Context: an optimization exercise on an open-source flow, tuned for small area. The choices shown serve that exercise and are no tape-out recipe.
Function was checked by simulation only, so behaviour that the tests miss may differ from the original.
Power and IR drop assume default switching activity.

==> flow/design.v (excerpt) <==
module box_office_top (
    input  logic        clk,
    input  logic        rst_n,
    input  logic        load_i,
    input  logic [45:0] load_data_i,
    input  logic [2:0]  press_i,
    input  logic [7:0]  switch_i,
    input  logic        pin_valid_i,
    input  logic [19:0] pin_i,
    input  logic        vip_member_i,
    input  logic [2:0]  vip_day_i,
    input  logic [19:0] vip_pin_i,
    input  logic [4:0]  vip_off_i,
    output logic [2:0]  state_o,
    output logic [45:0] movie_data_o,
    output logic        vip_ok_o,
    output logic [9:0]  price_o,
    output logic [5:0]  ticket_id_o,
    output logic        ticket_valid_o
);
Size: roughly 1300 cells after synthesis, ~460 flip-flops, ~180 I/O pins.
Settings: LEC_CHECK=0, CAP_MARGIN=20, CORE_MARGIN=2, CORE_UTILIZATION=40, SETUP_SLACK_MARGIN=-0.3, SLEW_MARGIN=20; clock period 6.0 ns.
standard.sh (not shown) runs the stock make flow with config.mk's settings and CLKGATE_MAP_FILE= SYNTH_SCRIPT=/design/flow/synth_recipe.tcl, a recipe that flattens the netlist after the stock synthesis.
==> flow/flow/run.sh <==
#!/bin/bash
# Own layout flow: the standard ORFS flow (standard.sh) with these changes:
#  - synthesis maps the logic with an area-oriented ABC script (flow/area.abc)
#    and leaves adders to ABC (ADDER_MAP_FILE empty); the registers and
#    everything before technology mapping are the standard synthesis's
#  - ports are buffered with sky130_fd_sc_hd__buf_1
#  - CTS clusters sinks more coarsely and inserts no dummy loads
# Tool output goes to flow_make.log here and to ORFS's logs under orfs/logs.
set -euo pipefail
W=$(pwd)

export BUFFER_PORTS_ARGS="-buffer_cell sky130_fd_sc_hd__buf_1"
export CTS_ARGS="-sink_clustering_enable -repair_clock_nets -dont_use_dummy_load -sink_clustering_size 16 -sink_clustering_max_diameter 150 -buf_list sky130_fd_sc_hd__clkbuf_8"

# ORFS synthesis with only the ABC script swapped
grep -q 'log_cmd abc {\*}$abc_args' "$FLOW_HOME/scripts/synth.tcl"
sed 's|log_cmd abc {\*}$abc_args|log_cmd abc {*}[lreplace $abc_args 0 1 -script '"$W"'/flow/area.abc]|' \
    "$FLOW_HOME/scripts/synth.tcl" > "$W/own_synth_body.tcl"
grep -q 'source $::env(SCRIPTS_DIR)/synth.tcl' synth_recipe.tcl
sed 's|source $::env(SCRIPTS_DIR)/synth.tcl|source '"$W"'/own_synth_body.tcl|' synth_recipe.tcl > "$W/own_synth.tcl"
grep -q 'SYNTH_SCRIPT=' standard.sh
sed -e 's|SYNTH_SCRIPT=[^ ]*|SYNTH_SCRIPT='"$W"'/own_synth.tcl ADDER_MAP_FILE=|' standard.sh > "$W/own_standard.sh"

bash "$W/own_standard.sh" > "$W/flow_make.log" 2>&1
==> flow/flow/area.abc <==
strash
dc2
dch -f
amap
strash
dch -f
amap
strash
dch -f
amap
topo
Change:
--- a/flow/config.mk
+++ b/flow/config.mk
@@ -9,4 +9,3 @@
 export CORE_MARGIN = 2
 export CORE_UTILIZATION = 40
-export SETUP_SLACK_MARGIN = -0.3
 export SLEW_MARGIN = 20
=> Maximum frequency rises by 3.6%; synthesized area stays the same; power rises by 0.72%; synthesized cell count stays the same.
Change:
--- a/flow/config.mk
+++ b/flow/config.mk
@@ -9,3 +9,4 @@
 export CORE_MARGIN = 2
 export CORE_UTILIZATION = 40
+export GPL_TIMING_DRIVEN = 0
 export SLEW_MARGIN = 20
Result: Routed wire length rose by 3.8%. Fmax goes down by 1.8%. Worst hold slack improved by 14 ps.
Change:
--- a/flow/flow/run.sh
+++ b/flow/flow/run.sh
@@ -11,5 +11,5 @@
 
 export BUFFER_PORTS_ARGS="-buffer_cell sky130_fd_sc_hd__buf_1"
-export CTS_ARGS="-sink_clustering_enable -repair_clock_nets -dont_use_dummy_load -sink_clustering_size 16 -sink_clustering_max_diameter 150 -buf_list sky130_fd_sc_hd__clkbuf_8"
+export CTS_ARGS="-sink_clustering_enable -repair_clock_nets -dont_use_dummy_load -sink_clustering_size 16 -sink_clustering_max_diameter 150 -buf_list {sky130_fd_sc_hd__clkbuf_4 sky130_fd_sc_hd__clkbuf_8}"
 
 # ORFS synthesis with only the ABC script swapped
--- a/flow/config.mk
+++ b/flow/config.mk
@@ -9,4 +9,3 @@
 export CORE_MARGIN = 2
 export CORE_UTILIZATION = 40
-export GPL_TIMING_DRIVEN = 0
 export SLEW_MARGIN = 20
Result: Sequential share of layout area increases by 3.3 points. Core utilization decreases by 2.5 points. Cell area decreases by 5.2%. Power decreases by 4.0%. Clock skew increases by 36 ps. Global-route usage decreases by 0.68 points. Worst setup slack improves by 100 ps. Register-to-register slack improves by 100 ps. Sequential power barely changes. Non-clock buffer count decreases by 55.

========
oak:
Starting RTL as in the previous note.
==> flow/design.v (excerpt) <==
module box_office_top (
    input  logic        clk,
    input  logic        rst_n,
    input  logic        load_i,
    input  logic [45:0] load_data_i,
    input  logic [2:0]  press_i,
    input  logic [7:0]  switch_i,
    input  logic        pin_valid_i,
    input  logic [19:0] pin_i,
    input  logic        vip_member_i,
    input  logic [2:0]  vip_day_i,
    input  logic [19:0] vip_pin_i,
    input  logic [4:0]  vip_off_i,
    output logic [2:0]  state_o,
    output logic [45:0] movie_data_o,
    output logic        vip_ok_o,
    output logic [9:0]  price_o,
    output logic [5:0]  ticket_id_o,
    output logic        ticket_valid_o
);
    logic [45:0] table_q [8];    
    logic [3:0]  count_q;        
    logic        rd_done_q;      
    logic        wr_done_q;      
    logic        loaded_q;       
    logic [2:0]  index_q;
    logic        pend_q;
    logic        redo_q;
    logic        rec_valid_q;
    logic        req_q;          
    logic [2:0]  rec_ptr_q;      
    logic        rec_vld_q;      
    logic        rec_old_q;      
    logic [45:0] snap_q;         
    logic        issue_q;        
    logic        from_pin_q;     
    logic        fetch_q;
    logic done, accept, load_ok, wr_acc;
    assign done    = rd_done_q | wr_done_q;
    assign accept  = (req_q | pend_q) & ~done;
  ...
clock: 6.0 ns
lec_check: 0
cap_margin: 0
core_margin: 2
core_utilization: 40
slew_margin: 0
==> flow/flow/run.sh <==
#!/bin/bash
# Own layout flow: the standard ORFS flow (standard.sh) with these changes:
#  - synthesis maps the logic with an area-oriented ABC script (flow/area.abc)
#    and leaves adders to ABC (ADDER_MAP_FILE empty); the registers and
#    everything before technology mapping are the standard synthesis's
#  - ports are buffered with sky130_fd_sc_hd__buf_1
#  - CTS clusters sinks more coarsely and inserts no dummy loads
# Tool output goes to flow_make.log here and to ORFS's logs under orfs/logs.
set -euo pipefail
W=$(pwd)

export BUFFER_PORTS_ARGS="-buffer_cell sky130_fd_sc_hd__buf_1"
export CTS_ARGS="-sink_clustering_enable -repair_clock_nets -dont_use_dummy_load -sink_clustering_size 16 -sink_clustering_max_diameter 150 -buf_list sky130_fd_sc_hd__clkbuf_8"

# ORFS synthesis with only the ABC script swapped
grep -q 'log_cmd abc {\*}$abc_args' "$FLOW_HOME/scripts/synth.tcl"
sed 's|log_cmd abc {\*}$abc_args|log_cmd abc {*}[lreplace $abc_args 0 1 -script '"$W"'/flow/area.abc]|' \
    "$FLOW_HOME/scripts/synth.tcl" > "$W/own_synth_body.tcl"
grep -q 'source $::env(SCRIPTS_DIR)/synth.tcl' synth_recipe.tcl
sed 's|source $::env(SCRIPTS_DIR)/synth.tcl|source '"$W"'/own_synth_body.tcl|' synth_recipe.tcl > "$W/own_synth.tcl"
grep -q 'SYNTH_SCRIPT=' standard.sh
sed -e 's|SYNTH_SCRIPT=[^ ]*|SYNTH_SCRIPT='"$W"'/own_synth.tcl ADDER_MAP_FILE=|' standard.sh > "$W/own_standard.sh"

bash "$W/own_standard.sh" > "$W/flow_make.log" 2>&1
Scripts as last shown in full above: flow/flow/area.abc
#### Input delta (pine over oak)
Settings: PLACE_DENSITY now 0.75, previously not set; CAP_MARGIN now 20, was 0; CORE_UTILIZATION now 55, was 40; SLEW_MARGIN now 20, was 0.
==> run summary <==
[compare] base=oak new=pine: post-detailed-placement half-perimeter wirelength went down; number of tap cells added at floorplan fell by 159; met3 capacity usage during global routing rose 1.1 points. Synthesis-to-layout area growth (pine over oak): decrease, 0.52 points. No stage failed in pine, and the final checks on the layout all came back clean.

## what the ideal ports hide
The results above use ideal ports. As a check the final layouts listed here were re-extracted and re-timed, cells and wires unchanged. Step 1 assumes that a clkbuf_16 drives the clock port and a buf_2 every other input. Step 2 times the ports against the registers' clock, not the clock port: input delays grow and output delays shrink by t, the midpoint of the rising clock arrivals with the driver on. Slacks: no drivers / after step 1 / after step 2; pairs: no drivers / after step 1.
run | t (ns) | setup WS [ns] | clock arrival spread, ns | worst register clock-pin slew, ns
the first run of note 1 | 0.631 | 0.385 / 0.385 / 0.218 | 0.061 / 0.061 | 0.11 / 0.11
the second run of note 1 | 0.629 | 0.578 / 0.578 / 0.444 | 0.079 / 0.078 | 0.12 / 0.12
the third run of note 1 | 0.644 | 0.476 / 0.476 / 0.321 | 0.044 / 0.044 | 0.12 / 0.12
the fourth run of note 1 | 0.629 | 0.578 / 0.578 / 0.444 | 0.079 / 0.078 | 0.12 / 0.12
oak | 0.630 | 0.581 / 0.581 / 0.443 | 0.080 / 0.080 | 0.11 / 0.11
pine | 0.600 | 0.508 / 0.508 / 0.345 | 0.068 / 0.068 | 0.11 / 0.11
After both steps setup and hold are still met in every run listed. The setup slack of the first run of note 1, which loses most, moves by 0.000 ns with the drivers and by -0.167 ns with both steps.
